Context: an optimization exercise on an open-source flow, tuned for small area, a short achievable clock period and few clock cycles. The choices shown serve that exercise and are no tape-out recipe. Where RTL was checked, it was by simulation tests only, not by an equivalence proof against the original. For run 1, only the layout was checked, not whether the RTL still works. No activity file was given, so power comes from the tool's default toggle rates.

### flow/run.sh
#!/bin/bash
# synth_recipe.tcl (not shown) runs the flow's synth.tcl, then flattens the netlist and writes it again
# the make line also repeats each setting of config.mk as NAME=value (left out here)
make -C /OpenROAD-flow-scripts/flow DESIGN_CONFIG=/design/flow/config.mk WORK_HOME=/design/flow/orfs CLKGATE_MAP_FILE= SYNTH_SCRIPT=/design/flow/synth_recipe.tcl finish
### flow/constraint.sdc
create_clock -name core_clock -period 13.0 [get_ports {clk}]
set_input_delay 2.6000 -clock core_clock [delete_from_list [all_inputs] [get_ports {clk}]]
set_output_delay 2.6000 -clock core_clock [all_outputs]
set_load 0.01 [all_outputs]
### flow/config.mk
export PLATFORM = sky130hd
export DESIGN_NAME = sw_aligner
export DESIGN_NICKNAME = sw_aligner
export VERILOG_FILES = /design/flow/design.v
export SDC_FILE = /design/flow/constraint.sdc
export NUM_CORES = 4
export LEC_CHECK = 0
export CAP_MARGIN = 20
export CORE_MARGIN = 2
export CORE_UTILIZATION = 40
export SLEW_MARGIN = 20
### flow/design.v
package sw_pkg;
    localparam int SW        = 7;
    localparam int SCORE_OFS = 95;
    localparam int STW       = 10;
endpackage
`timescale 1ns/100ps
module sw_pe
#(
    parameter int P_ROW = 1              
) (
    input  logic       i_clk,
    input  logic       i_load,
    input  logic       i_en,             
    input  logic [1:0] i_row_base,
    input  logic [1:0] i_col,
    input  logic [6:0] i_top_h,          
    input  logic [6:0] i_top_f,          
    input  logic [6:0] i_diag,           
    output logic [6:0] o_h,              
    output logic [6:0] o_f,              
    output logic [6:0] o_diag            
);
    localparam logic [6:0] LEFT_INIT = 7'(sw_pkg::SCORE_OFS - 12 - P_ROW);
    logic [1:0] row_base_q;
    logic [6:0] h_q;
    logic [6:0] e_q;
    logic [6:0] f_q;
    logic [6:0] diag_q;
    logic signed [8:0] v_diag;
    logic signed [8:0] e_open;
    logic signed [8:0] f_open;
    logic [6:0] e_ext;
    logic [6:0] f_ext;
    logic [6:0] e_new;
    logic [6:0] f_new;
    logic [6:0] g_max;
    logic [6:0] h_new;
    always_comb begin
        v_diag = $signed({2'b00, i_diag}) + ((row_base_q == i_col) ? 9'sd2 : -9'sd3);
        e_open = $signed({2'b00, h_q}) - 9'sd13;
        e_ext  = (e_q == 7'd0) ? 7'd0 : e_q - 7'd1;
        e_new  = (e_open > $signed({2'b00, e_ext})) ? e_open[6:0] : e_ext;
        f_open = $signed({2'b00, i_top_h}) - 9'sd13;
        f_ext  = (i_top_f == 7'd0) ? 7'd0 : i_top_f - 7'd1;
        f_new  = (f_open > $signed({2'b00, f_ext})) ? f_open[6:0] : f_ext;
        g_max  = (e_new >= f_new) ? e_new : f_new;
        h_new  = (v_diag > $signed({2'b00, g_max})) ? v_diag[6:0] : g_max;
    end
    always_ff @(posedge i_clk) begin
        if (i_load) begin
            row_base_q <= i_row_base;
            h_q        <= LEFT_INIT;
            e_q        <= 7'd0;
        end else if (i_en) begin
            h_q    <= h_new;
            e_q    <= e_new;
            f_q    <= f_new;
            diag_q <= h_q;
        end
    end
    assign o_h    = h_q;
    assign o_f    = f_q;
    assign o_diag = diag_q;
endmodule
`timescale 1ns/100ps
module sw_pe_array
#(
    parameter int P_NUM_PE = 16
) (
    input  logic                    i_clk,
    input  logic                    i_load,
    input  logic                    i_step,
    input  logic [2*P_NUM_PE-1:0]   i_query,
    input  logic [1:0]              i_feed,
    input  logic                    i_feed_valid,
    output logic [7*P_NUM_PE-1:0]   o_step_v      
);
    logic [6:0] h0_q;
    logic       first_q;
    logic [6:0] top_h;
    assign top_h = first_q ? 7'(sw_pkg::SCORE_OFS - 13)
                           : ((h0_q == 7'd0) ? 7'd0 : h0_q - 7'd1);
    always_ff @(posedge i_clk) begin
        if (i_load) begin
            h0_q    <= 7'(sw_pkg::SCORE_OFS);
            first_q <= 1'b1;
        end else if (i_step && i_feed_valid) begin
            h0_q    <= top_h;
            first_q <= 1'b0;
        end
    end
    logic [7*P_NUM_PE-1:0] pe_h;
    logic [7*P_NUM_PE-1:0] pe_f;
    logic [7*P_NUM_PE-1:0] pe_diag;
    logic [2*P_NUM_PE-1:0] col_q;
    logic [P_NUM_PE-1:0]   valid_q;
    for (genvar g = 0; g < P_NUM_PE; g++) begin : g_pe
        logic [6:0] in_h;
        logic [6:0] in_f;
        logic [6:0] in_diag;
        logic [1:0] in_col;
        logic       in_valid;
        if (g == 0) begin : g_first
            assign in_h     = top_h;
            assign in_f     = 7'd0;
            assign in_diag  = h0_q;
            assign in_col   = i_feed;
            assign in_valid = i_feed_valid;
        end else begin : g_chain
            assign in_h     = pe_h[7*(g-1) +: 7];
            assign in_f     = pe_f[7*(g-1) +: 7];
            assign in_diag  = pe_diag[7*(g-1) +: 7];
            assign in_col   = col_q[2*(g-1) +: 2];
            assign in_valid = valid_q[g-1];
        end
        sw_pe #(
            .P_ROW (g + 1)
        ) u_sw_pe (
            .i_clk      (i_clk),
            .i_load     (i_load),
            .i_en       (i_step && in_valid),
            .i_row_base (i_query[2*g +: 2]),
            .i_col      (in_col),
            .i_top_h    (in_h),
            .i_top_f    (in_f),
            .i_diag     (in_diag),
            .o_h        (pe_h[7*g +: 7]),
            .o_f        (pe_f[7*g +: 7]),
            .o_diag     (pe_diag[7*g +: 7])
        );
        always_ff @(posedge i_clk) begin
            if (i_load) begin
                valid_q[g] <= 1'b0;
            end else if (i_step) begin
                valid_q[g] <= in_valid;
            end
            if (i_step) begin
                col_q[2*g +: 2] <= in_col;
            end
        end
        assign o_step_v[7*g +: 7] = valid_q[g] ? pe_h[7*g +: 7] : 7'd0;
    end
endmodule
`timescale 1ns/100ps
module sw_max_tree
#(
    parameter int P_NUM_PE = 16,
    parameter int P_SPLIT  = 2
) (
    input  logic                   i_clk,
    input  logic [7*P_NUM_PE-1:0]  i_scores,
    output logic [6:0]             o_max,
    output logic [3:0]             o_row
);
    localparam int LEVELS = 4;
    localparam int WIDTH  = 16;
    localparam int NMID   = WIDTH >> P_SPLIT;
    logic [6:0] node_v [1:2*WIDTH-1];
    logic [3:0] node_r [1:2*WIDTH-1];
    for (genvar k = 0; k < WIDTH; k++) begin : g_leaf
        assign node_v[WIDTH+k] = i_scores[7*k +: 7];
        assign node_r[WIDTH+k] = 4'(k);
    end
    for (genvar n = 1; n < WIDTH; n++) begin : g_node
        logic [6:0] lo_v;
        logic [3:0] lo_r;
        logic       pick_hi;
        if (n >= NMID && n < 2 * NMID) begin : g_reg
            logic [6:0] v_q;
            logic [3:0] r_q;
            logic       p;
            assign p = node_v[2*n+1] >= node_v[2*n];
            always_ff @(posedge i_clk) begin
                v_q <= p ? node_v[2*n+1] : node_v[2*n];
                r_q <= p ? node_r[2*n+1] : node_r[2*n];
            end
            assign node_v[n] = v_q;
            assign node_r[n] = r_q;
        end else begin : g_comb
            assign pick_hi   = node_v[2*n+1] >= node_v[2*n];
            assign node_v[n] = pick_hi ? node_v[2*n+1] : node_v[2*n];
            assign node_r[n] = pick_hi ? node_r[2*n+1] : node_r[2*n];
        end
    end
    assign o_max = node_v[1];
    assign o_row = node_r[1];
endmodule
`timescale 1ns/100ps
module sw_best_tracker
#(
    parameter int P_XDROP = 40
) (
    input  logic        i_clk,
    input  logic        i_clear,
    input  logic        i_eval,
    input  logic [6:0]  i_step_max,      
    input  logic [3:0]  i_step_row,      
    output logic [6:0]  o_score,         
    output logic [3:0]  o_row,
    output logic [9:0]  o_col,
    output logic [9:0]  o_steps,         
    output logic        o_stop,
    output logic        o_stop_now       
);
    logic signed [6:0] best_q;
    logic [3:0]        row_q;
    logic [9:0]        col_q;
    logic [9:0]        steps_q;
    logic              stop_q;
    logic signed [8:0] m_s;
    logic              accept;
    logic              drop;
    assign m_s    = $signed({2'b00, i_step_max}) - 9'(sw_pkg::SCORE_OFS);
    assign accept = m_s >= best_q;
    assign drop   = m_s < best_q - 9'sd40;
    assign o_stop_now = i_eval && !stop_q && drop;
    always_ff @(posedge i_clk) begin
        if (i_clear) begin
            best_q  <= -7'sd4;
            steps_q <= '0;
            stop_q  <= 1'b0;
        end else if (i_eval && !stop_q) begin
            steps_q <= steps_q + 10'd1;
            if (accept) begin
                best_q <= m_s[6:0];
                row_q  <= i_step_row;
                col_q  <= steps_q + 10'd1 - 10'(i_step_row);
            end
            if (drop) begin
                stop_q <= 1'b1;
            end
        end
    end
    assign o_score = best_q;
    assign o_row   = row_q;
    assign o_col   = col_q;
    assign o_steps = steps_q;
    assign o_stop  = stop_q;
endmodule
`timescale 1ns/100ps
module sw_ctrl
#(
    parameter int P_NUM_PE = 16
) (
    input  logic       i_clk,
    input  logic       i_rst,
    input  logic       i_job_req,
    output logic       o_job_ack,
    input  logic       i_sym_req,
    input  logic [1:0] i_sym_base,
    input  logic       i_sym_last,
    output logic       o_sym_ack,
    output logic       o_res_req,
    input  logic       i_res_ack,
    input  logic       i_stop,           
    input  logic       i_stop_now,       
    output logic       o_load,
    output logic       o_step,
    output logic       o_eval,           
    output logic [1:0] o_feed,
    output logic       o_feed_valid
);
    localparam logic [1:0] ST_IDLE  = 2'd0;
    localparam logic [1:0] ST_RUN   = 2'd1;
    localparam logic [1:0] ST_FLUSH = 2'd2;
    localparam logic [1:0] ST_RES   = 2'd3;
    logic [1:0] state;
    logic [3:0] flush_cnt;
    logic       step_last;       
    logic       ev1;
    logic       ev1_last;
    logic       ev2_last;
    logic       job_take;
    logic       sym_take;
    logic       done;
    assign job_take = i_job_req && !o_job_ack &&
                      (state == ST_IDLE || (state == ST_RES && !o_res_req && !i_res_ack));
    assign sym_take = (state == ST_RUN) && i_sym_req && !o_sym_ack;
    assign done     = (state == ST_FLUSH) && (i_stop || i_stop_now || (o_eval && ev2_last));
    always_ff @(posedge i_clk or posedge i_rst) begin
        if (i_rst) begin
            state        <= ST_IDLE;
            o_job_ack    <= 1'b0;
            o_sym_ack    <= 1'b0;
            o_res_req    <= 1'b0;
            o_load       <= 1'b0;
            o_step       <= 1'b0;
            o_feed_valid <= 1'b0;
            step_last    <= 1'b0;
            ev1          <= 1'b0;
            ev1_last     <= 1'b0;
            o_eval       <= 1'b0;
            ev2_last     <= 1'b0;
            flush_cnt    <= '0;
        end else begin
            o_load    <= job_take;
            o_step    <= 1'b0;
            step_last <= 1'b0;
            ev1       <= o_step;
            ev1_last  <= o_step && step_last;
            o_eval    <= ev1;
            ev2_last  <= ev1_last;
            if (job_take) begin
                o_job_ack <= 1'b1;
            end else if (o_job_ack && !i_job_req) begin
                o_job_ack <= 1'b0;
            end
            if (sym_take) begin
                o_sym_ack <= 1'b1;
            end else if (o_sym_ack && !i_sym_req) begin
                o_sym_ack <= 1'b0;
            end
            case (state)
                ST_IDLE: begin
                    if (job_take) begin
                        state <= ST_RUN;
                    end
                end
                ST_RUN: begin
                    if (sym_take) begin
                        o_step       <= 1'b1;
                        o_feed_valid <= 1'b1;
                        if (i_sym_last) begin
                            flush_cnt <= 4'(P_NUM_PE - 1);
                            state     <= ST_FLUSH;
                        end
                    end
                end
                ST_FLUSH: begin
                    o_feed_valid <= 1'b0;
                    if (done) begin
                        o_res_req <= 1'b1;
                        state     <= ST_RES;
                    end else if (flush_cnt != 4'd0 && !i_stop) begin
                        o_step    <= 1'b1;
                        step_last <= flush_cnt == 4'd1;
                        flush_cnt <= flush_cnt - 4'd1;
                    end
                end
                default: begin   
                    if (o_res_req && i_res_ack) begin
                        o_res_req <= 1'b0;
                    end else if (job_take) begin
                        state <= ST_RUN;
                    end
                end
            endcase
        end
    end
    always_ff @(posedge i_clk) begin
        if (sym_take) begin
            o_feed <= i_sym_base;
        end
    end
endmodule
`timescale 1ns/100ps
module sw_align_top
#(
    parameter int P_NUM_PE = 16,
    parameter int P_XDROP  = 40
) (
    input  logic                  i_clk,
    input  logic                  i_rst,
    input  logic                  i_job_req,
    input  logic [2*P_NUM_PE-1:0] i_query,
    output logic                  o_job_ack,
    input  logic                  i_sym_req,
    input  logic [1:0]            i_sym_base,
    input  logic                  i_sym_last,
    output logic                  o_sym_ack,
    output logic                  o_res_req,
    input  logic                  i_res_ack,
    output logic [6:0]            o_score,
    output logic [3:0]            o_row,
    output logic [9:0]            o_col,
    output logic [9:0]            o_end_step,
    output logic                  o_xdrop_hit
);
    logic                  load;
    logic                  step;
    logic                  eval;
    logic [1:0]            feed;
    logic                  feed_valid;
    logic                  stop;
    logic                  stop_now;
    logic [7*P_NUM_PE-1:0] step_v;
    logic [6:0]            step_max;
    logic [3:0]            step_row;
    sw_ctrl #(
        .P_NUM_PE (P_NUM_PE)
    ) u_sw_ctrl (
        .i_clk        (i_clk),
        .i_rst        (i_rst),
        .i_job_req    (i_job_req),
        .o_job_ack    (o_job_ack),
        .i_sym_req    (i_sym_req),
        .i_sym_base   (i_sym_base),
        .i_sym_last   (i_sym_last),
        .o_sym_ack    (o_sym_ack),
        .o_res_req    (o_res_req),
        .i_res_ack    (i_res_ack),
        .i_stop       (stop),
        .i_stop_now   (stop_now),
        .o_load       (load),
        .o_step       (step),
        .o_eval       (eval),
        .o_feed       (feed),
        .o_feed_valid (feed_valid)
    );
    sw_pe_array #(
        .P_NUM_PE (P_NUM_PE)
    ) u_sw_pe_array (
        .i_clk        (i_clk),
        .i_load       (load),
        .i_step       (step),
        .i_query      (i_query),
        .i_feed       (feed),
        .i_feed_valid (feed_valid),
        .o_step_v     (step_v)
    );
    sw_max_tree #(
        .P_NUM_PE (P_NUM_PE)
    ) u_sw_max_tree (
        .i_clk    (i_clk),
        .i_scores (step_v),
        .o_max    (step_max),
        .o_row    (step_row)
    );
    sw_best_tracker #(
        .P_XDROP (P_XDROP)
    ) u_sw_best_tracker (
        .i_clk      (i_clk),
        .i_clear    (load),
        .i_eval     (eval),
        .i_step_max (step_max),
        .i_step_row (step_row),
        .o_score    (o_score),
        .o_row      (o_row),
        .o_col      (o_col),
        .o_steps    (o_end_step),
        .o_stop     (o_xdrop_hit),
        .o_stop_now (stop_now)
    );
    assign stop = o_xdrop_hit;
endmodule
`timescale 1ns/100ps
module sw_aligner (
    input  logic        clk,
    input  logic        rst,
    input  logic        job_req,
    input  logic [31:0] query,
    output logic        job_ack,
    input  logic        sym_req,
    input  logic [1:0]  sym_base,
    input  logic        sym_last,
    output logic        sym_ack,
    output logic        res_req,
    output logic [13:0] res_score,
    output logic [5:0]  res_row,
    output logic [10:0] res_col,
    output logic [10:0] res_end_step,
    output logic        res_xdrop_hit,
    input  logic        res_ack
);
    logic [6:0] score;
    logic [3:0] row;
    logic [9:0] col;
    logic [9:0] end_step;
    sw_align_top #(
        .P_NUM_PE (16),
        .P_XDROP  (40)
    ) u_sw_align_top (
        .i_clk       (clk),
        .i_rst       (rst),
        .i_job_req   (job_req),
        .i_query     (query),
        .o_job_ack   (job_ack),
        .i_sym_req   (sym_req),
        .i_sym_base  (sym_base),
        .i_sym_last  (sym_last),
        .o_sym_ack   (sym_ack),
        .o_res_req   (res_req),
        .i_res_ack   (res_ack),
        .o_score     (score),
        .o_row       (row),
        .o_col       (col),
        .o_end_step  (end_step),
        .o_xdrop_hit (res_xdrop_hit)
    );
    assign res_score    = {{7{score[6]}}, score};
    assign res_row      = {2'b00, row};
    assign res_col      = {1'b0, col};
    assign res_end_step = {1'b0, end_step};
endmodule
==> metrics.md, run 1 <==
| Metric | Value |
|---|---|
| Status | `complete, no violations` |
| Uppermost routed layer | `met4` |
| Critical Path End Type | `flip-flop` |
| Clock Latency Late Sink | `0.68 ns` |
| Layout cells sized above 1 | `0.0553` |
| Drt wl/cell | `17.2 um` |
| Cell count after synthesis | `5903` |
| Worst Hold Class | `flip-flop to flip-flop` |
| Most frequent cells in the layout | `783 x ha_1, 586 x inv_1, 491 x nand2_1` |
| Row cnt | `approximately 130` |
| CTS buffer count | `80` |
| Register area share after synthesis | `0.289` |
| Logic gate share of total power | `0.651` |
| DIE AREA | `about 130000 um^2` |
| Post-CTS Hold Buffers | `0` |
| Crit path required time | `13.56 ns` |
| Remaining DRCs | `0` |
| Port bufs | `81` |
| Number of library cell types mapped by synthesis | `between 80 and 90` |
| Vias per cell | `5.43` |
| Final Wtd Congestion | `0.887` |
| H-tree depth | `3` |
| Lkg Pwr | `0.0248 uW` |
| Internal Power | `7570 uW` |
| Initial antenna violation count | `0` |
| Count of pins over their slew limit | `0` |
| Syn Area/Cell | `about 9 um^2` |
| Pre-CTS setup slack | `5.85 ns` |
| Post-DP HPWL | `104000 um` |
| Die Y | `366 um` |
| Slowest cell on crit path | `a2111oi_2` |
| # IOs | `86` |
| CP dominant cell by count | `ha_1` |
| First-iteration detailed-routing DRC count | `about 2400` |
| Largest net degree at the start of global routing | `69` |
| Cell taking the most area after synthesis | `ha_1` |
| Antenna-violating nets left | `0` |
| Sw power | `6540 uW` |
| Fin crit period | `7.04 ns` |
| Fin. Hold Viols | `0` |
| Drt pass-1 iters | `6` |
| Wirelength, routed | `133000 um` |
| Area Growth Syn to Fin | `10.0%` |
| CP Class | `flip-flop to flip-flop` |
| First-pass GRT wire length | `216000 um` |
| Clock share of power | `0.165` |
| Clock sinks | `607` |
| Clock root buffer master | `clkbuf_16` |
| Worst clock skew | `0.0236 ns` |
| DRT met1 WL | `63800 um` |
| Vias | `41900` |
| Async set-reset flop share out of synthesis | `0.0280` |
| Filler instances | `12500` |
| Setup TNS | `0 ns` |
| Core ar. | `about 130000 um^2` |
| Final period util | `0.542` |
| Commonest non-fill, non-tap cell in the layout | `ha_1` |
| Critical Path AT | `7.61 ns` |
| Resize count post-CTS | `0` |
| Initial core utilization | `0.404` |
| Multi-input combinational cell area | `around 34000 um^2` |
| Crit Path Max Fanout | `22` |
| Total power | `14100 uW` |
| CP top delay family | `compound AO/OA/AOI/OAI gates` |
| FF/Latch Area | `15100 um^2` |
| Vias in the first global route | `40900` |
| Routed wl met2 | `59300 um` |
| Maximum vdd drop | `between 0.00015 and 0.0002 V` |
| Critical path buffers and inverters | `5` |
| Maximum clock path buffer count | `3` |
| Grt total ovfl | `0` |
| Delay of the slowest critical-path stage | `0.52 ns` |
| Diodes inserted | `0` |
| Setup WS post-layout | `5.96 ns` |
| CP startpoint kind | `flip-flop` |
| Clock slew at reported path FFs | `0.06 ns` |
| Worst-margin pin slew | `between 1 and 1.5 ns` |
| Top cells by area, synth | `ha_1 19%, edfxtp_1 17%, dfxtp_1 12%` |
| Power Density | `245 nW/um^2` |
| Buffer count from post-CTS setup fixing | `0` |
| Max_slew headroom | `0.255` |
| Overall Global Routing Usage | `0.198` |
| Syn. warnings | `22` |
| Post-synth top area share | `0.187` |
| Number of synthesized flops with an enable pin | `288` |
| Max Cap Violations | `0` |
| RSZ-0062 raised after global routing | `no` |
| Highest clock rate | `0.142 GHz` |
| Routed wl met3 | `6690 um` |
| Leading register cell type out of synthesis | `dfxtp_1` |
| CTS tree | `done` |
| Final nets | `6753` |
| Flop pwr share | `0.184` |
| Final setup viols | `0` |
| Die width | `366 um` |
| Synthesized area | `52300 um^2` |
| Switch share | `0.463` |
| Seq cells post-synth | `a little over 600` |
==> routing by layer <==
layer	up-vias	GRT usage
li1	21200	-
met2	842	0.322
met1	19700	0.271
met4	0	0.0530
met3	174	0.0301
met5	-	0
==> worst reg2reg max path, delay by kind of cell (launching register included) <==
family / cells / cell delay (ns)
DFF: 1 / 0.33
and+or+nand+nor: 7 / 1.75
buffers and inverters: 5 / 0.89
xor gates and xnor gates: 1 / 0.17
muxes: 2 / 0.78
adders and majority gates: 4 / 1.01
AOI/OAI and AO/OA: 10 / 1.99
==> synthesized netlist by cell type (20+ instances only) <==
library cell / number
a2111oi_0: 36
a211o_1: 34
a211oi_1: 135
a21o_1: 105
a21oi_1: 259
a31o_2: 20
a31oi_1: 60
and2_1: 44
and3_1: 39
buf_1: 26
buf_2: 34
clkbuf_1: 111
dfxtp_1: 302
edfxtp_1: 288
ha_1: 783
inv_1: 586
mux2_2: 87
mux2i_1: 361
nand2_1: 491
nand2b_1: 124
nand3_1: 80
nand3b_1: 26
nand4_1: 46
nor2_1: 468
nor2b_1: 74
nor3_1: 192
nor3b_1: 32
nor4_1: 28
nor4b_1: 21
o211ai_1: 47
o21a_1: 82
o21ai_0: 152
o21bai_1: 40
o22ai_1: 36
o31ai_1: 21
o41ai_1: 26
or2_2: 24
or3_1: 22
or4_1: 20
xnor2_1: 148
xor2_1: 181
==> through the flow <==
step / instances / utilization / hold WS [ns] / instance area (um^2)
after global routing: 7723 / 0.444 / 0.349 / 57600
after global placement: 7573 / 0.422 / 0.332 / 54800
after CTS: 7723 / 0.444 / 0.348 / 57600
final: 7723 / 0.444 / 0.347 / 57600
after floorplan: 5906 / - / 0.331 / 52300
after detailed placement: 7573 / 0.422 / 0.336 / 54800
==> cell type report <==
cell class | count | share of cell area
Multi-Input combinational cell | 4525 | 0.595
Sequential cell | 607 | 0.263
Clock buffer | 108 | 0.0391
Inverter | 591 | 0.0385
Tap cell | 1742 | 0.0379
Timing Repair Buffer | 108 | 0.0176
Clock inverter | 42 | 0.00924
==> registers in the layout (all words and copies together) (netlist names), 7 cells and up <==
| register | count |
|---|---|
| u_sw_align_top.u_sw_best_tracker.best_q | 7 |
| u_sw_align_top.u_sw_pe_array.g_pe.u_sw_pe.diag_q | 105 |
| u_sw_align_top.u_sw_pe_array.g_pe.u_sw_pe.f_q | 105 |
| u_sw_align_top.u_sw_max_tree.g_node.g_reg.v_q | 28 |
| u_sw_align_top.u_sw_pe_array.g_pe.u_sw_pe.e_q | 112 |
| u_sw_align_top.u_sw_pe_array.g_pe.u_sw_pe.row_base_q | 32 |
| u_sw_align_top.u_sw_best_tracker.col_q | 10 |
| u_sw_align_top.u_sw_best_tracker.steps_q | 10 |
| u_sw_align_top.u_sw_pe_array.col_q | 30 |
| u_sw_align_top.u_sw_pe_array.h0_q | 7 |
| u_sw_align_top.u_sw_pe_array.valid_q | 16 |
| u_sw_align_top.u_sw_max_tree.g_node.g_reg.r_q | 8 |
| u_sw_align_top.u_sw_pe_array.g_pe.u_sw_pe.h_q | 112 |
==> worst paths after layout <==
| check | endpoint | from | depth (start not counted) | slack (ns) |
|---|---|---|---|---|
| setup reg to reg | u_sw_align_top.u_sw_ctrl.state[1]$_DFFE_PP0P_ | u_sw_align_top.u_sw_max_tree.g_node[7].g_reg.v_q[0]$_DFF_P_ | 29 | 5.96 |
| setup / recovery | u_sw_align_top.u_sw_ctrl.state[1]$_DFFE_PP0P_ | u_sw_align_top.u_sw_max_tree.g_node[7].g_reg.v_q[0]$_DFF_P_ | 29 | 5.96 |
| hold / removal | u_sw_align_top.u_sw_ctrl.ev2_last$_DFF_PP0_ | u_sw_align_top.u_sw_ctrl.ev1_last$_DFF_PP0_ | 0 | 0.35 |
| hold reg to reg | u_sw_align_top.u_sw_ctrl.ev2_last$_DFF_PP0_ | u_sw_align_top.u_sw_ctrl.ev1_last$_DFF_PP0_ | 0 | 0.35 |
| min in group asynchronous | u_sw_align_top.u_sw_ctrl.step_last$_DFF_PP0_ | rst | 2 | 2.32 |
| max in group asynchronous | u_sw_align_top.u_sw_ctrl.o_load$_DFF_PP0_ | rst | 2 | 10.16 |
==> cells by family (layout without fill, tap and decap cells) <==
family | after synthesis | count (layout) | synth area share
and+or+nand+nor | 1759 | 1759 | 0.162
xor gates and xnor gates | 329 | 329 | 0.0551
adders and majority gates | 800 | 800 | 0.194
muxes | 452 | 452 | 0.0888
buffers and inverters | 774 | 849 | 0.0572
AOI/OAI and AO/OA | 1181 | 1181 | 0.154
DFF | 607 | 607 | 0.289
other | 1 | 4 | 0.0000717
==> power by group through the flow <==
stage / Clock [uW] / Combinational (uW) / Sequential, uW
after floorplan: 0 / 7190 / 2490
after global placement: 0 / 8850 / 2630
after detailed placement: 0 / 9060 / 2630
after CTS: 2400 / 9130 / 2590
after global routing: 2460 / 10300 / 2630
final: 2330 / 9190 / 2590
==> run 2: changes to the inputs <==
--- a/flow/design.v
+++ b/flow/design.v
@@ -1,7 +1,5 @@
 package sw_pkg;
-    localparam int SW        = 7;
     localparam int SCORE_OFS = 95;
-    localparam int STW       = 10;
 endpackage
 `timescale 1ns/100ps
 module sw_pe
@@ -21,30 +19,42 @@
     output logic [6:0] o_diag            
 );
     localparam logic [6:0] LEFT_INIT = 7'(sw_pkg::SCORE_OFS - 12 - P_ROW);
+    function automatic logic ge7(input logic [6:0] a, input logic [6:0] b);
+        logic c;
+        c = 1'b1;
+        for (int i = 0; i < 7; i++) begin
+            c = (a[i] & ~b[i]) | (a[i] & c) | (~b[i] & c);
+        end
+        ge7 = c;
+    endfunction
     logic [1:0] row_base_q;
     logic [6:0] h_q;
     logic [6:0] e_q;
     logic [6:0] f_q;
     logic [6:0] diag_q;
-    logic signed [8:0] v_diag;
-    logic signed [8:0] e_open;
-    logic signed [8:0] f_open;
-    logic [6:0] e_ext;
-    logic [6:0] f_ext;
+    logic       match;
     logic [6:0] e_new;
     logic [6:0] f_new;
-    logic [6:0] g_max;
+    logic [6:0] g;
+    logic [7:0] g_open;
+    logic [7:0] d_cmp;
+    logic [7:0] d_val;
+    logic       take_d;
     logic [6:0] h_new;
     always_comb begin
-        v_diag = $signed({2'b00, i_diag}) + ((row_base_q == i_col) ? 9'sd2 : -9'sd3);
-        e_open = $signed({2'b00, h_q}) - 9'sd13;
-        e_ext  = (e_q == 7'd0) ? 7'd0 : e_q - 7'd1;
-        e_new  = (e_open > $signed({2'b00, e_ext})) ? e_open[6:0] : e_ext;
-        f_open = $signed({2'b00, i_top_h}) - 9'sd13;
-        f_ext  = (i_top_f == 7'd0) ? 7'd0 : i_top_f - 7'd1;
-        f_new  = (f_open > $signed({2'b00, f_ext})) ? f_open[6:0] : f_ext;
-        g_max  = (e_new >= f_new) ? e_new : f_new;
-        h_new  = (v_diag > $signed({2'b00, g_max})) ? v_diag[6:0] : g_max;
+        match  = row_base_q == i_col;
+        e_new  = ge7(h_q, e_q) ? h_q : e_q - 7'd1;
+        f_new  = ge7(i_top_h, i_top_f) ? i_top_h : i_top_f - 7'd1;
+        g      = ge7(e_new, f_new) ? e_new : f_new;
+        g_open = {1'b0, g} - 8'd13;
+        d_cmp  = {1'b0, i_diag} + (match ? 8'd15 : 8'd10);
+        take_d = ({1'b0, g} <= d_cmp);
+        d_val  = {1'b0, i_diag} + (match ? 8'd2 : 8'hfd);
+        if (take_d) begin
+            h_new = d_val[7] ? 7'd0 : d_val[6:0];
+        end else begin
+            h_new = g_open[7] ? 7'd0 : g_open[6:0];
+        end
     end
     always_ff @(posedge i_clk) begin
         if (i_load) begin
@@ -73,7 +83,8 @@
     input  logic [2*P_NUM_PE-1:0]   i_query,
     input  logic [1:0]              i_feed,
     input  logic                    i_feed_valid,
-    output logic [7*P_NUM_PE-1:0]   o_step_v      
+    output logic [7*P_NUM_PE-1:0]   o_step_v,
+    output logic [P_NUM_PE-1:0]     o_step_ok     
 );
     logic [6:0] h0_q;
     logic       first_q;
@@ -94,6 +105,7 @@
     logic [7*P_NUM_PE-1:0] pe_diag;
     logic [2*P_NUM_PE-1:0] col_q;
     logic [P_NUM_PE-1:0]   valid_q;
+    assign o_step_ok = valid_q;
     for (genvar g = 0; g < P_NUM_PE; g++) begin : g_pe
         logic [6:0] in_h;
         logic [6:0] in_f;
@@ -138,48 +150,64 @@
                 col_q[2*g +: 2] <= in_col;
             end
         end
-        assign o_step_v[7*g +: 7] = valid_q[g] ? pe_h[7*g +: 7] : 7'd0;
+        assign o_step_v[7*g +: 7] = pe_h[7*g +: 7];
     end
 endmodule
 `timescale 1ns/100ps
 module sw_max_tree
 #(
     parameter int P_NUM_PE = 16,
-    parameter int P_SPLIT  = 2
+    parameter int P_SPLIT  = 3
 ) (
     input  logic                   i_clk,
     input  logic [7*P_NUM_PE-1:0]  i_scores,
+    input  logic [P_NUM_PE-1:0]    i_ok,
     output logic [6:0]             o_max,
     output logic [3:0]             o_row
 );
-    localparam int LEVELS = 4;
-    localparam int WIDTH  = 16;
-    localparam int NMID   = WIDTH >> P_SPLIT;
+    localparam int WIDTH = 16;
+    localparam int NMID  = WIDTH >> P_SPLIT;
+    function automatic logic ge7(input logic [6:0] a, input logic [6:0] b);
+        logic c;
+        c = 1'b1;
+        for (int i = 0; i < 7; i++) begin
+            c = (a[i] & ~b[i]) | (a[i] & c) | (~b[i] & c);
+        end
+        ge7 = c;
+    endfunction
     logic [6:0] node_v [1:2*WIDTH-1];
     logic [3:0] node_r [1:2*WIDTH-1];
+    logic       node_k [1:2*WIDTH-1];
     for (genvar k = 0; k < WIDTH; k++) begin : g_leaf
         assign node_v[WIDTH+k] = i_scores[7*k +: 7];
         assign node_r[WIDTH+k] = 4'(k);
+        assign node_k[WIDTH+k] = i_ok[k];
     end
     for (genvar n = 1; n < WIDTH; n++) begin : g_node
-        logic [6:0] lo_v;
-        logic [3:0] lo_r;
         logic       pick_hi;
+        logic [6:0] v;
+        logic [3:0] r;
+        logic       k;
+        assign pick_hi = node_k[2*n+1] && (!node_k[2*n] || ge7(node_v[2*n+1], node_v[2*n]));
+        assign v       = pick_hi ? node_v[2*n+1] : node_v[2*n];
+        assign r       = pick_hi ? node_r[2*n+1] : node_r[2*n];
+        assign k       = node_k[2*n+1] || node_k[2*n];
         if (n >= NMID && n < 2 * NMID) begin : g_reg
             logic [6:0] v_q;
             logic [3:0] r_q;
-            logic       p;
-            assign p = node_v[2*n+1] >= node_v[2*n];
+            logic       k_q;
             always_ff @(posedge i_clk) begin
-                v_q <= p ? node_v[2*n+1] : node_v[2*n];
-                r_q <= p ? node_r[2*n+1] : node_r[2*n];
+                v_q <= v;
+                r_q <= r;
+                k_q <= k;
             end
             assign node_v[n] = v_q;
             assign node_r[n] = r_q;
+            assign node_k[n] = k_q;
         end else begin : g_comb
-            assign pick_hi   = node_v[2*n+1] >= node_v[2*n];
-            assign node_v[n] = pick_hi ? node_v[2*n+1] : node_v[2*n];
-            assign node_r[n] = pick_hi ? node_r[2*n+1] : node_r[2*n];
+            assign node_v[n] = v;
+            assign node_r[n] = r;
+            assign node_k[n] = k;
         end
     end
     assign o_max = node_v[1];
@@ -197,41 +225,55 @@
     input  logic [3:0]  i_step_row,      
     output logic [6:0]  o_score,         
     output logic [3:0]  o_row,
-    output logic [9:0]  o_col,
-    output logic [9:0]  o_steps,         
+    output logic [6:0]  o_col,
+    output logic [6:0]  o_steps,         
     output logic        o_stop,
     output logic        o_stop_now       
 );
-    logic signed [6:0] best_q;
-    logic [3:0]        row_q;
-    logic [9:0]        col_q;
-    logic [9:0]        steps_q;
-    logic              stop_q;
-    logic signed [8:0] m_s;
-    logic              accept;
-    logic              drop;
-    assign m_s    = $signed({2'b00, i_step_max}) - 9'(sw_pkg::SCORE_OFS);
-    assign accept = m_s >= best_q;
-    assign drop   = m_s < best_q - 9'sd40;
+    function automatic logic ge7(input logic [6:0] a, input logic [6:0] b);
+        logic c;
+        c = 1'b1;
+        for (int i = 0; i < 7; i++) begin
+            c = (a[i] & ~b[i]) | (a[i] & c) | (~b[i] & c);
+        end
+        ge7 = c;
+    endfunction
+    logic [6:0] best_u;      
+    logic [6:0] limit_u;     
+    logic [6:0] best_x;      
+    logic [3:0] row_q;
+    logic [6:0] col_q;
+    logic [6:0] steps_q;
+    logic [6:0] next_q;      
+    logic       stop_q;
+    logic       accept;
+    logic       drop;
+    assign accept = ge7(i_step_max, best_u);
+    assign drop   = !ge7(i_step_max, limit_u);
     assign o_stop_now = i_eval && !stop_q && drop;
     always_ff @(posedge i_clk) begin
         if (i_clear) begin
-            best_q  <= -7'sd4;
-            steps_q <= '0;
+            best_u  <= 7'(sw_pkg::SCORE_OFS - 4);
+            limit_u <= 7'(sw_pkg::SCORE_OFS - 4 - P_XDROP);
+            steps_q <= 7'd0;
+            next_q  <= 7'd1;
             stop_q  <= 1'b0;
         end else if (i_eval && !stop_q) begin
-            steps_q <= steps_q + 10'd1;
+            steps_q <= next_q;
+            next_q  <= next_q + 7'd1;
             if (accept) begin
-                best_q <= m_s[6:0];
-                row_q  <= i_step_row;
-                col_q  <= steps_q + 10'd1 - 10'(i_step_row);
+                best_u  <= i_step_max;
+                limit_u <= i_step_max - 7'(P_XDROP);
+                best_x  <= i_step_max - 7'(sw_pkg::SCORE_OFS);
+                row_q   <= i_step_row;
+                col_q   <= next_q - 7'(i_step_row);
             end
             if (drop) begin
                 stop_q <= 1'b1;
             end
         end
     end
-    assign o_score = best_q;
+    assign o_score = best_x;
     assign o_row   = row_q;
     assign o_col   = col_q;
     assign o_steps = steps_q;
@@ -372,8 +414,8 @@
     input  logic                  i_res_ack,
     output logic [6:0]            o_score,
     output logic [3:0]            o_row,
-    output logic [9:0]            o_col,
-    output logic [9:0]            o_end_step,
+    output logic [6:0]            o_col,
+    output logic [6:0]            o_end_step,
     output logic                  o_xdrop_hit
 );
     logic                  load;
@@ -384,6 +426,7 @@
     logic                  stop;
     logic                  stop_now;
     logic [7*P_NUM_PE-1:0] step_v;
+    logic [P_NUM_PE-1:0]   step_ok;
     logic [6:0]            step_max;
     logic [3:0]            step_row;
     sw_ctrl #(
@@ -416,13 +459,15 @@
         .i_query      (i_query),
         .i_feed       (feed),
         .i_feed_valid (feed_valid),
-        .o_step_v     (step_v)
+        .o_step_v     (step_v),
+        .o_step_ok    (step_ok)
     );
     sw_max_tree #(
         .P_NUM_PE (P_NUM_PE)
     ) u_sw_max_tree (
         .i_clk    (i_clk),
         .i_scores (step_v),
+        .i_ok     (step_ok),
         .o_max    (step_max),
         .o_row    (step_row)
     );
@@ -464,8 +509,8 @@
 );
     logic [6:0] score;
     logic [3:0] row;
-    logic [9:0] col;
-    logic [9:0] end_step;
+    logic [6:0] col;
+    logic [6:0] end_step;
     sw_align_top #(
         .P_NUM_PE (16),
         .P_XDROP  (40)
@@ -489,6 +534,6 @@
     );
     assign res_score    = {{7{score[6]}}, score};
     assign res_row      = {2'b00, row};
-    assign res_col      = {1'b0, col};
-    assign res_end_step = {1'b0, end_step};
+    assign res_col      = {4'b0000, col};
+    assign res_end_step = {4'b0000, end_step};
 endmodule
==> run 2 against run 1 <==
Effect of this change:
- design area is 5.3% lower
- final cell count decreased by 0.28%
- sequential power increased by 7%
- die area is 5.1% lower
- clock skew about the same
- clock-buffer cell count down 3
==> metrics.md, run 2 <==
| Metric | Value |
|---|---|
| Final nets | `6391 (was 6753)` |
| Final setup viols | `0 (unchanged)` |
| Clock slew at reported path FFs | `0.06 ns (about the same)` |
| Syn Area/Cell | `8.26 um^2 (was 8.86 um^2)` |
| Async set-reset flop share out of synthesis | `0.0281 (was 0.0280)` |
| Initial core utilization | `0.402 (was 0.404)` |
| Buffer count from post-CTS setup fixing | `0 (unchanged)` |
| Setup TNS | `0 ns (unchanged)` |
| Post-DP HPWL | `106000 um (was 104000 um)` |
| Synth Area in Compound Gates | `0.231 (was 0.154)` |
| Most frequent cells in the layout | `571 x nor2_1, 495 x nand2_1, 481 x inv_1 (was 783 x ha_1, 586 x inv_1, 491 x nand2_1)` |
| Cell count after synthesis | `6006 (was 5903)` |
| Core ar. | `123000 um^2 (was 130000 um^2)` |
| Wirelength, routed | `140000 um (was 133000 um)` |
| Layout cells sized above 1 | `0.0518 (was 0.0553)` |
| Highest clock rate | `0.152 GHz (was 0.142 GHz)` |
| H-tree depth | `3 (unchanged)` |
| Worst-margin pin slew | `1.08 ns (was 1.11 ns)` |
| CP Class | `flip-flop to flip-flop (unchanged)` |
| Post-Synth XOR/XNOR Area | `0.0710 (was 0.0551)` |
| Leading register cell type out of synthesis | `dfxtp_1 (unchanged)` |
| Seq cells post-synth | `605 (was 607)` |
| Mux cell area share after synthesis | `0.0511 (was 0.0888)` |
| Internal Power | `6000 uW (was 7570 uW)` |
| Switch share | `0.445 (was 0.463)` |
| Most common cell in the netlist | `nor2_1 (was ha_1)` |
| Post-CTS Hold Buffers | `0 (unchanged)` |
| Fin. Hold Viols | `0 (unchanged)` |
| Area Growth Syn to Fin | `9.84% (was 10.0%)` |
| Register area share after synthesis | `0.305 (was 0.289)` |
| Adder-Cell Fraction of Synth Area | `0.106 (was 0.194)` |
| First-iteration detailed-routing DRC count | `3320 (was 2416)` |
| Logic gate share of total power | `0.539 (was 0.651)` |
| Clock sinks | `605 (was 607)` |
| Critical Path End Type | `flip-flop (unchanged)` |
| Grt total ovfl | `0 (unchanged)` |
| Cell taking the most area after synthesis | `edfxtp_1 (was ha_1)` |
| Setup WS post-layout | `6.43 ns (was 5.96 ns)` |
| Worst clock skew | `0.0235 ns (was 0.0236 ns)` |
| Pre-CTS setup slack | `6.55 ns (was 5.85 ns)` |
| Largest net degree at the start of global routing | `113 (was 69)` |
| DIE AREA | `127000 um^2 (was 134000 um^2)` |
| Antenna-violating nets left | `0 (unchanged)` |
| Syn. warnings | `23 (was 22)` |
| # IOs | `86 (unchanged)` |
| Die width | `356 um (was 366 um)` |
| Largest regs | `u_sw_align_top.u_sw_pe_array.g_pe.u_sw_pe.e_q x112, u_sw_align_top.u_sw_pe_array.g_pe.u_sw_pe.h_q x112 (unchanged)` |
| Crit path required time | `13.56 ns (about the same)` |
| Power Density | `199 nW/um^2 (was 245 nW/um^2)` |
| Lkg Pwr | `0.0217 uW (was 0.0248 uW)` |
| Vias per cell | `5.71 (was 5.43)` |
| RSZ-0062 raised after global routing | `no (unchanged)` |
| Clock root buffer master | `clkbuf_16 (unchanged)` |
| Max Cap Violations | `0 (unchanged)` |
| Clock Latency Late Sink | `0.66 ns (was 0.68 ns)` |
| Maximum clock path buffer count | `3 (unchanged)` |
| Worst Hold Class | `flip-flop to flip-flop (unchanged)` |
| CP startpoint kind | `flip-flop (unchanged)` |
| Post-synth top area share | `0.177 (was 0.187)` |
| Simple-gate area share of the yosys netlist | `0.181 (was 0.162)` |
| Fin crit period | `6.57 ns (was 7.04 ns)` |
| Port bufs | `75 (was 81)` |
| Max_slew headroom | `0.277 (was 0.255)` |
| Maximum vdd drop | `0.000120 V (was 0.000185 V)` |
| Drt wl/cell | `18.2 um (was 17.2 um)` |
| Number of synthesized flops with an enable pin | `292 (was 288)` |
| CTS buffer count | `76 (was 80)` |
| Commonest non-fill, non-tap cell in the layout | `nor2_1 (was ha_1)` |
| Number of library cell types mapped by synthesis | `118 (was 89)` |
| Synthesized area | `49600 um^2 (was 52300 um^2)` |
| Clock share of power | `0.204 (was 0.165)` |
| Remaining DRCs | `0 (unchanged)` |
| Cell area after placement | `51900 um^2 (was 54800 um^2)` |
| Top cells by area, synth | `edfxtp_1 18%, dfxtp_1 12%, ha_1 8.4% (was ha_1 19%, edfxtp_1 17%, dfxtp_1 12%)` |
| Final period util | `0.505 (was 0.542)` |
| First-pass GRT wire length | `223000 um (was 216000 um)` |
| Vias in the first global route | `41400 (was 40900)` |
| Post-route cell area | `54500 um^2 (was 57600 um^2)` |
| Crit Path Max Fanout | `12 (was 22)` |
| CTS tree | `done (unchanged)` |
| Commonest cells in the netlist | `576 x nor2_1, 495 x nand2_1, 481 x inv_1 (was 783 x ha_1, 586 x inv_1, 491 x nand2_1)` |
| Count of pins over their slew limit | `0 (unchanged)` |
| Critical Path AT | `7.12 ns (was 7.61 ns)` |
| Final Wtd Congestion | `0.898 (was 0.887)` |
| Row cnt | `129 (was 132)` |
| Largest family of logic cells by synthesized area | `compound AO/OA/AOI/OAI gates (was adder cells)` |
| Die Y | `356 um (was 366 um)` |
| Flop pwr share | `0.257 (was 0.184)` |
| Vias | `44000 (was 41900)` |
| Overall Global Routing Usage | `0.214 (was 0.198)` |
| Status | `complete, no violations (unchanged)` |
| Initial antenna violation count | `8 (was 0)` |
| Sw power | `4820 uW (was 6540 uW)` |
| Drt pass-1 iters | `6 (unchanged)` |
| Resize count post-CTS | `0 (unchanged)` |
==> run 2: changes by cell type after synthesis, sizes merged, moves of 74 or more <==
| cell | before | now |
|---|---|---|
| ha | 783 | 335 |
| mux2i | 361 | 191 |
| inv | 589 | 483 |
| nor2 | 468 | 578 |
| o21ai | 165 | 385 |
| maj3 | 0 | 74 |
| xnor2 | 148 | 225 |
| a221oi | 11 | 87 |
| a21oi | 267 | 467 |
==> run 2: metal layers <==
metal  GRT usage  vias up  share of wire
met5           0        -        0.00030
met3      0.0330      216          0.056
li1            -    21800              -
met4      0.0775        6          0.031
met1       0.288    20800           0.46
met2       0.348     1145           0.45
==> run 2: final cells by class <==
cell class	instances	area [um^2]
antenna	2	5.00
clock buffer	105	2250
clock inverter	36	359
fill	12200	69000
inverter	490	1840
multi-input combinational	4715	31800
sequential	605	15100
tap	1637	2050
timing repair buffer	111	1030
==> run 2: cells by family (layout without fill, tap and decap cells) <==
| group | after synthesis | after routing |
|---|---|---|
| and+or+nand+nor | 1901 | 1901 |
| AOI/OAI and AO/OA | 1731 | 1731 |
| muxes | 245 | 245 |
| xor gates and xnor gates | 402 | 402 |
| DFF | 605 | 605 |
| adders and majority gates | 426 | 426 |
| other | 1 | 12 |
| buffers and inverters | 695 | 742 |
==> run 2: power groups by stage <==
| stage | registers, uW | logic, uW | clock network, uW |
|---|---|---|---|
| 3_3_place_gp | 2810 | 5680 | 0 |
| 3_5_place_dp | 2810 | 5770 | 0 |
| 6_report | 2780 | 5830 | 2210 |
| 2_1_floorplan | 2590 | 4540 | 0 |
| 4_1_cts | 2780 | 5810 | 2260 |
| 5_1_grt | 2820 | 6510 | 2330 |
==> run 2: through the flow <==
step / cells / hold WS (ns) / util / total power (uW)
after detailed placement: 7558 / 0.337 / 0.420 / 8580
after global routing: 7700 / 0.355 / 0.441 / 11700
after CTS: 7699 / 0.350 / 0.441 / 10800
final: 7701 / 0.348 / 0.441 / 10800
after global placement: 7558 / 0.334 / 0.420 / 8490
after floorplan: 6015 / 0.331 / - / 7120
==> run 2: critical path: stages, from the launching register on <==
cell	delay (ns)
dfxtp_1	0.50
clkinv_1	0.31
a21oi_1	0.25
a221o_1	0.25
a2bb2oi_1	0.58
mux2i_1	0.49
nand4b_1	0.19
a21o_1	0.20
a221o_1	0.38
a31oi_2	0.34
maj3_1	0.51
nor2_1	0.08
a21o_1	0.19
ha_1	0.30
nor2b_1	0.13
o21a_1	0.16
o21ai_0	0.15
nand2b_1	0.07
a21oi_1	0.18
nor2b_1	0.06
o21ai_0	0.14
nand2b_1	0.08
o221ai_1	0.15
and2_0	0.36
a21oi_1	0.12
a221oi_1	0.28
==> run 2: final timing paths <==
check,startpoint,end,slack [ns],cells after the start
hold reg to reg,u_sw_align_top.u_sw_ctrl.ev1_last$_DFF_PP0_,u_sw_align_top.u_sw_ctrl.ev2_last$_DFF_PP0_,0.35,0
max in group asynchronous,rst,u_sw_align_top.u_sw_ctrl.o_step$_DFF_PP0_,10.15,2
min in group asynchronous,rst,u_sw_align_top.u_sw_ctrl.o_load$_DFF_PP0_,2.35,2
hold / removal,u_sw_align_top.u_sw_ctrl.ev1_last$_DFF_PP0_,u_sw_align_top.u_sw_ctrl.ev2_last$_DFF_PP0_,0.35,0
setup / recovery,flip-flop,flip-flop,6.43,25
setup reg to reg,flip-flop,flip-flop,6.43,25
Testbench counts of run 2, summed over its fixed seeds: cycles 37,102.
==> run 3: changes to the inputs <==
--- a/flow/design.v
+++ b/flow/design.v
@@ -8,7 +8,8 @@
 ) (
     input  logic       i_clk,
     input  logic       i_load,
-    input  logic       i_en,             
+    input  logic       i_en_a,           
+    input  logic       i_en_b,           
     input  logic [1:0] i_row_base,
     input  logic [1:0] i_col,
     input  logic [6:0] i_top_h,          
@@ -27,6 +28,30 @@
         end
         ge7 = c;
     endfunction
+    function automatic logic [6:0] dec7(input logic [6:0] a);
+        logic b;
+        b = 1'b1;
+        for (int i = 0; i < 7; i++) begin
+            dec7[i] = a[i] ^ b;
+            b       = b & ~a[i];
+        end
+    endfunction
+    function automatic logic [7:0] addk(input logic [7:0] a, input logic [7:0] k);
+        logic c;
+        c = 1'b0;
+        for (int i = 0; i < 8; i++) begin
+            addk[i] = a[i] ^ k[i] ^ c;
+            c       = (a[i] & k[i]) | (a[i] & c) | (k[i] & c);
+        end
+    endfunction
+    function automatic logic ge8(input logic [7:0] a, input logic [7:0] b);
+        logic c;
+        c = 1'b1;
+        for (int i = 0; i < 8; i++) begin
+            c = (a[i] & ~b[i]) | (a[i] & c) | (~b[i] & c);
+        end
+        ge8 = c;
+    endfunction
     logic [1:0] row_base_q;
     logic [6:0] h_q;
     logic [6:0] e_q;
@@ -43,13 +68,13 @@
     logic [6:0] h_new;
     always_comb begin
         match  = row_base_q == i_col;
-        e_new  = ge7(h_q, e_q) ? h_q : e_q - 7'd1;
-        f_new  = ge7(i_top_h, i_top_f) ? i_top_h : i_top_f - 7'd1;
-        g      = ge7(e_new, f_new) ? e_new : f_new;
-        g_open = {1'b0, g} - 8'd13;
-        d_cmp  = {1'b0, i_diag} + (match ? 8'd15 : 8'd10);
-        take_d = ({1'b0, g} <= d_cmp);
-        d_val  = {1'b0, i_diag} + (match ? 8'd2 : 8'hfd);
+        e_new  = ge7(h_q, e_q) ? h_q : dec7(e_q);
+        f_new  = ge7(i_top_h, i_top_f) ? i_top_h : dec7(i_top_f);
+        g      = ge7(e_q, f_q) ? e_q : f_q;
+        g_open = addk({1'b0, g}, 8'hf3);
+        d_cmp  = match ? addk({1'b0, i_diag}, 8'd15) : addk({1'b0, i_diag}, 8'd10);
+        take_d = ge8(d_cmp, {1'b0, g});
+        d_val  = match ? addk({1'b0, i_diag}, 8'd2) : addk({1'b0, i_diag}, 8'hfd);
         if (take_d) begin
             h_new = d_val[7] ? 7'd0 : d_val[6:0];
         end else begin
@@ -61,10 +86,11 @@
             row_base_q <= i_row_base;
             h_q        <= LEFT_INIT;
             e_q        <= 7'd0;
-        end else if (i_en) begin
-            h_q    <= h_new;
+        end else if (i_en_a) begin
             e_q    <= e_new;
             f_q    <= f_new;
+        end else if (i_en_b) begin
+            h_q    <= h_new;
             diag_q <= h_q;
         end
     end
@@ -79,7 +105,8 @@
 ) (
     input  logic                    i_clk,
     input  logic                    i_load,
-    input  logic                    i_step,
+    input  logic                    i_step_a,     
+    input  logic                    i_step_b,     
     input  logic [2*P_NUM_PE-1:0]   i_query,
     input  logic [1:0]              i_feed,
     input  logic                    i_feed_valid,
@@ -95,7 +122,7 @@
         if (i_load) begin
             h0_q    <= 7'(sw_pkg::SCORE_OFS);
             first_q <= 1'b1;
-        end else if (i_step && i_feed_valid) begin
+        end else if (i_step_b && i_feed_valid) begin
             h0_q    <= top_h;
             first_q <= 1'b0;
         end
@@ -130,7 +157,8 @@
         ) u_sw_pe (
             .i_clk      (i_clk),
             .i_load     (i_load),
-            .i_en       (i_step && in_valid),
+            .i_en_a     (i_step_a && in_valid),
+            .i_en_b     (i_step_b && in_valid),
             .i_row_base (i_query[2*g +: 2]),
             .i_col      (in_col),
             .i_top_h    (in_h),
@@ -143,10 +171,10 @@
         always_ff @(posedge i_clk) begin
             if (i_load) begin
                 valid_q[g] <= 1'b0;
-            end else if (i_step) begin
+            end else if (i_step_b) begin
                 valid_q[g] <= in_valid;
             end
-            if (i_step) begin
+            if (i_step_b) begin
                 col_q[2*g +: 2] <= in_col;
             end
         end
@@ -297,7 +325,8 @@
     input  logic       i_stop,           
     input  logic       i_stop_now,       
     output logic       o_load,
-    output logic       o_step,
+    output logic       o_step_a,         
+    output logic       o_step_b,         
     output logic       o_eval,           
     output logic [1:0] o_feed,
     output logic       o_feed_valid
@@ -308,7 +337,8 @@
     localparam logic [1:0] ST_RES   = 2'd3;
     logic [1:0] state;
     logic [3:0] flush_cnt;
-    logic       step_last;       
+    logic       a_last;          
+    logic       b_last;
     logic       ev1;
     logic       ev1_last;
     logic       ev2_last;
@@ -326,22 +356,26 @@
             o_sym_ack    <= 1'b0;
             o_res_req    <= 1'b0;
             o_load       <= 1'b0;
-            o_step       <= 1'b0;
+            o_step_a     <= 1'b0;
+            o_step_b     <= 1'b0;
             o_feed_valid <= 1'b0;
-            step_last    <= 1'b0;
+            a_last       <= 1'b0;
+            b_last       <= 1'b0;
             ev1          <= 1'b0;
             ev1_last     <= 1'b0;
             o_eval       <= 1'b0;
             ev2_last     <= 1'b0;
             flush_cnt    <= '0;
         end else begin
-            o_load    <= job_take;
-            o_step    <= 1'b0;
-            step_last <= 1'b0;
-            ev1       <= o_step;
-            ev1_last  <= o_step && step_last;
-            o_eval    <= ev1;
-            ev2_last  <= ev1_last;
+            o_load   <= job_take;
+            o_step_a <= 1'b0;
+            a_last   <= 1'b0;
+            o_step_b <= o_step_a;
+            b_last   <= a_last;
+            ev1      <= o_step_b;
+            ev1_last <= b_last;
+            o_eval   <= ev1;
+            ev2_last <= ev1_last;
             if (job_take) begin
                 o_job_ack <= 1'b1;
             end else if (o_job_ack && !i_job_req) begin
@@ -360,7 +394,7 @@
                 end
                 ST_RUN: begin
                     if (sym_take) begin
-                        o_step       <= 1'b1;
+                        o_step_a     <= 1'b1;
                         o_feed_valid <= 1'b1;
                         if (i_sym_last) begin
                             flush_cnt <= 4'(P_NUM_PE - 1);
@@ -369,15 +403,17 @@
                     end
                 end
                 ST_FLUSH: begin
-                    o_feed_valid <= 1'b0;
                     if (done) begin
                         o_res_req <= 1'b1;
                         state     <= ST_RES;
-                    end else if (flush_cnt != 4'd0 && !i_stop) begin
-                        o_step    <= 1'b1;
-                        step_last <= flush_cnt == 4'd1;
+                    end else if (!o_step_a && flush_cnt != 4'd0 && !i_stop) begin
+                        o_step_a  <= 1'b1;
+                        a_last    <= flush_cnt == 4'd1;
                         flush_cnt <= flush_cnt - 4'd1;
                     end
+                    if (o_step_b) begin
+                        o_feed_valid <= 1'b0;
+                    end
                 end
                 default: begin   
                     if (o_res_req && i_res_ack) begin
@@ -419,7 +455,8 @@
     output logic                  o_xdrop_hit
 );
     logic                  load;
-    logic                  step;
+    logic                  step_a;
+    logic                  step_b;
     logic                  eval;
     logic [1:0]            feed;
     logic                  feed_valid;
@@ -445,7 +482,8 @@
         .i_stop       (stop),
         .i_stop_now   (stop_now),
         .o_load       (load),
-        .o_step       (step),
+        .o_step_a     (step_a),
+        .o_step_b     (step_b),
         .o_eval       (eval),
         .o_feed       (feed),
         .o_feed_valid (feed_valid)
@@ -455,7 +493,8 @@
     ) u_sw_pe_array (
         .i_clk        (i_clk),
         .i_load       (load),
-        .i_step       (step),
+        .i_step_a     (step_a),
+        .i_step_b     (step_b),
         .i_query      (i_query),
         .i_feed       (feed),
         .i_feed_valid (feed_valid),
==> run 3 against run 2 <==
Effect of this change:
- die area decreased by 8.7%
- total power fell by 34%
- via count down 13%
- largest cell class unchanged
- largest power group is now sequential cells
==> metrics.md, run 3 <==
| Metric | Value |
|---|---|
| Post-synth top area share | `0.198 (was 0.177)` |
| Critical Path AT | `5.89 ns (was 7.12 ns)` |
| # IOs | `86 (unchanged)` |
| Top cells by area, synth | `edfxtp_1 20%, ha_1 14%, dfxtp_1 13% (was edfxtp_1 18%, dfxtp_1 12%, ha_1 8.4%)` |
| Syn Area/Cell | `8.58 um^2 (was 8.26 um^2)` |
| Filler instances | `11000 (was 12200)` |
| Internal Power | `4470 uW (was 6000 uW)` |
| Cell taking the most area after synthesis | `edfxtp_1 (unchanged)` |
| Fin. Hold Viols | `0 (unchanged)` |
| Area Growth Syn to Fin | `9.62% (was 9.84%)` |
| Commonest non-fill, non-tap cell in the layout | `inv_1 (was nor2_1)` |
| Clock slew at reported path FFs | `0.06 ns (about the same)` |
| Vias in the first global route | `36100 (was 41400)` |
| Worst clock skew | `0.0370 ns (was 0.0235 ns)` |
| CP Class | `flip-flop to flip-flop (unchanged)` |
| Status | `complete, no violations (unchanged)` |
| Drt pass-1 iters | `6 (unchanged)` |
| Number of library cell types mapped by synthesis | `106 (was 118)` |
| Die Y | `340 um (was 356 um)` |
| Setup TNS | `0 ns (unchanged)` |
| Register area share after synthesis | `0.340 (was 0.305)` |
| Vias | `38200 (was 44000)` |
| Most common cell in the netlist | `inv_1 (was nor2_1)` |
| Resize count post-CTS | `0 (unchanged)` |
| Final Util | `0.442 (was 0.441)` |
| Cell count after synthesis | `5279 (was 6006)` |
| Clock root buffer master | `clkbuf_16 (unchanged)` |
| Placed instance count | `6644 (was 7558)` |
| CP startpoint kind | `flip-flop (unchanged)` |
| Wirelength, routed | `123000 um (was 140000 um)` |
| Crit path required time | `13.51 ns (was 13.56 ns)` |
| Maximum clock path buffer count | `3 (unchanged)` |
| Setup WS post-layout | `7.62 ns (was 6.43 ns)` |
| Max_slew headroom | `0.306 (was 0.277)` |
| Vias per cell | `5.64 (was 5.71)` |
| Core ar. | `112000 um^2 (was 123000 um^2)` |
| Lkg Pwr | `0.0206 uW (was 0.0217 uW)` |
| Clock share of power | `0.299 (was 0.204)` |
| Buffer count from post-CTS setup fixing | `0 (unchanged)` |
| Sw power | `2700 uW (was 4820 uW)` |
| Maximum vdd drop | `0.000114 V (was 0.000120 V)` |
| FF/Latch Area | `15400 um^2 (was 15100 um^2)` |
| Largest net degree at the start of global routing | `60 (was 113)` |
| Initial antenna violation count | `0 (was 8)` |
| Post-CTS Hold Buffers | `0 (unchanged)` |
| CTS tree | `done (unchanged)` |
| Fin crit period | `5.38 ns (was 6.57 ns)` |
| Drt wl/cell | `18.2 um (about the same)` |
| Critical Path End Type | `flip-flop (unchanged)` |
| Post-DP HPWL | `92400 um (was 106000 um)` |
| RSZ-0062 raised after global routing | `no (unchanged)` |
| Final period util | `0.414 (was 0.505)` |
| Highest clock rate | `0.186 GHz (was 0.152 GHz)` |
| Commonest cells in the netlist | `570 x inv_1, 524 x ha_1, 488 x nor2_1 (was 576 x nor2_1, 495 x nand2_1, 481 x inv_1)` |
| Pre-CTS setup slack | `7.71 ns (was 6.55 ns)` |
| Overall Global Routing Usage | `0.208 (was 0.214)` |
| Switch share | `0.377 (was 0.445)` |
| Number of synthesized flops with an enable pin | `299 (was 292)` |
| Syn. warnings | `23 (unchanged)` |
| Multi-input combinational cell area | `26800 um^2 (was 31800 um^2)` |
| Total power | `7170 uW (was 10800 uW)` |
| Clock Latency Late Sink | `0.67 ns (was 0.66 ns)` |
| Leading register cell type out of synthesis | `edfxtp_1 (was dfxtp_1)` |
| Remaining DRCs | `0 (unchanged)` |
| Async set-reset flop share out of synthesis | `0.0309 (was 0.0281)` |
| Flop pwr share | `0.371 (was 0.257)` |
| Synthesized area | `45300 um^2 (was 49600 um^2)` |
| Row cnt | `123 (was 129)` |
| Final Instance Count excl. Fillers | `6784 (was 7701)` |
| Crit Path Max Fanout | `14 (was 12)` |
| Most frequent cells in the layout | `569 x inv_1, 524 x ha_1, 486 x nor2_1 (was 571 x nor2_1, 495 x nand2_1, 481 x inv_1)` |
| Worst Hold Class | `flip-flop to flip-flop (unchanged)` |
| Power Density | `144 nW/um^2 (was 199 nW/um^2)` |
| Layout cells sized above 1 | `0.0464 (was 0.0518)` |
| First-pass GRT wire length | `198000 um (was 223000 um)` |
| Final setup viols | `0 (unchanged)` |
| Grt total ovfl | `0 (unchanged)` |
| Seq cells post-synth | `614 (was 605)` |
| Initial core utilization | `0.403 (was 0.402)` |
| H-tree depth | `3 (unchanged)` |
| Logic gate share of total power | `0.330 (was 0.539)` |
| First-iteration detailed-routing DRC count | `2838 (was 3320)` |
| Max Cap Violations | `0 (unchanged)` |
| Count of pins over their slew limit | `0 (unchanged)` |
| Final nets | `5786 (was 6391)` |
| Die width | `340 um (was 356 um)` |
| DIE AREA | `116000 um^2 (was 127000 um^2)` |
| Worst-margin pin slew | `1.04 ns (was 1.08 ns)` |
| Port bufs | `75 (unchanged)` |
| Final Wtd Congestion | `0.901 (was 0.898)` |
| Antenna-violating nets left | `0 (unchanged)` |
| Largest regs | `u_sw_align_top.u_sw_pe_array.g_pe.u_sw_pe.e_q x112, u_sw_align_top.u_sw_pe_array.g_pe.u_sw_pe.f_q x112, u_sw_align_top.u_sw_pe_array.g_pe.u_sw_pe.h_q x112 (was u_sw_align_top.u_sw_pe_array.g_pe.u_sw_pe.e_q x112, u_sw_align_top.u_sw_pe_array.g_pe.u_sw_pe.h_q x112)` |
| CTS buffer count | `74 (was 76)` |
| Clock sinks | `614 (was 605)` |
==> run 3: path summary, 6_finish.rpt <==
kind | from | end | slack [ns] | cells past startpoint
min reg2reg | u_sw_align_top.u_sw_ctrl.a_last$_DFF_PP0_ | u_sw_align_top.u_sw_ctrl.b_last$_DFF_PP0_ | 0.35 | 0
min | u_sw_align_top.u_sw_ctrl.a_last$_DFF_PP0_ | u_sw_align_top.u_sw_ctrl.b_last$_DFF_PP0_ | 0.35 | 0
min in group asynchronous | rst | u_sw_align_top.u_sw_ctrl.o_sym_ack$_DFFE_PP0P_ | 2.39 | 2
max in group asynchronous | rst | u_sw_align_top.u_sw_ctrl.o_load$_DFF_PP0_ | 10.05 | 2
max reg2reg | flip-flop | u_sw_align_top.u_sw_max_tree.g_node[2].g_reg.r_q[0]$_DFF_P_ | 7.62 | 14
max | flip-flop | u_sw_align_top.u_sw_max_tree.g_node[2].g_reg.r_q[0]$_DFF_P_ | 7.62 | 14
==> run 3: layer usage <==
metal | vias up | wire (um) | GRT usage
met3 | 195 | 5410 | 0.0260
met5 | - | 0 | 0
met4 | 0 | 3250 | 0.0565
met1 | 18100 | 58200 | 0.287
met2 | 900 | 56500 | 0.344
li1 | 19000 | - | -
==> run 3: layout make-up <==
class                   instances  share of cell area
diodes                          1           0.0000504
clock buffers                 102              0.0421
clock inverters                36             0.00834
inverters                     571              0.0432
multi-input cells            3861               0.540
flip-flops and latches        614               0.310
well taps                    1500              0.0378
repair buffers                 99              0.0187
==> run 3: critical path: stages, from the launching register on <==
cell	delay [ns]
dfxtp_1	0.50
inv_1	0.14
a221oi_1	0.32
o31ai_1	0.11
o211ai_1	0.83
mux2i_1	0.44
a211oi_1	0.14
o31a_1	0.36
o221ai_2	0.56
o21ai_0	0.34
and2_1	0.23
maj3_1	0.35
o21ai_0	0.08
a21bo_1	0.39
mux2_1	0.39
==> run 3: metrics by stage <==
stage / hold WS, ns / area [um^2]
global placement: 0.333 / 47100
finish: 0.349 / 49600
CTS: 0.351 / 49600
detailed placement: 0.338 / 47100
floorplan: 0.331 / 45300
global route: 0.361 / 49600
==> run 3: power groups by stage <==
| stage | sequential [uW] | combinational [uW] | clock (uW) |
|---|---|---|---|
| after floorplan | 2500 | 1820 | 0 |
| after global placement | 2690 | 2320 | 0 |
| after detailed placement | 2690 | 2340 | 0 |
| after CTS | 2650 | 2360 | 2190 |
| after global routing | 2700 | 2680 | 2260 |
| final | 2660 | 2370 | 2140 |
==> run 3: cell families after synthesis <==
group / share of synthesized area
compound gates: 0.215
xor+xnor: 0.0137
fa+ha+maj: 0.176
buf+inv: 0.0698
flops: 0.340
mux: 0.0409
other cells: 0.0000828
simple gates: 0.145
Testbench counts of run 3, summed over its fixed seeds: cycles 39,441.

[separate check: timing with driven ports]
In the flow no input, the clock included, has a driving cell. The finished layouts below were timed again as built, in two steps. Step 1 sets driving cells, clkbuf_16 on the clock port and buf_2 on the other inputs (assumed; they add their load-dependent delay and slew). Step 2 also shifts input and output timing later by t, the mid clock arrival at the registers, as if the neighbouring blocks saw the same clock. a / b / c = ideal ports / drivers / drivers and shift; a / b = the first two.
| run | t (ns) | slack for setup (ns) | hold slack, ns | clock arrival spread, ns | slew at the worst register clock pin (ns) |
|---|---|---|---|---|---|
| run 1 | 0.739 | 5.958 / 5.958 / 5.958 | 0.347 / 0.347 / 0.347 | 0.027 / 0.026 | 0.06 / 0.06 |
| run 2 | 0.722 | 6.435 / 6.435 / 6.435 | 0.348 / 0.348 / 0.348 | 0.026 / 0.026 | 0.06 / 0.06 |
| run 3 | 0.720 | 7.624 / 7.624 / 7.624 | 0.349 / 0.349 / 0.349 | 0.039 / 0.039 | 0.06 / 0.06 |
After both steps setup and hold are still met in every run listed.
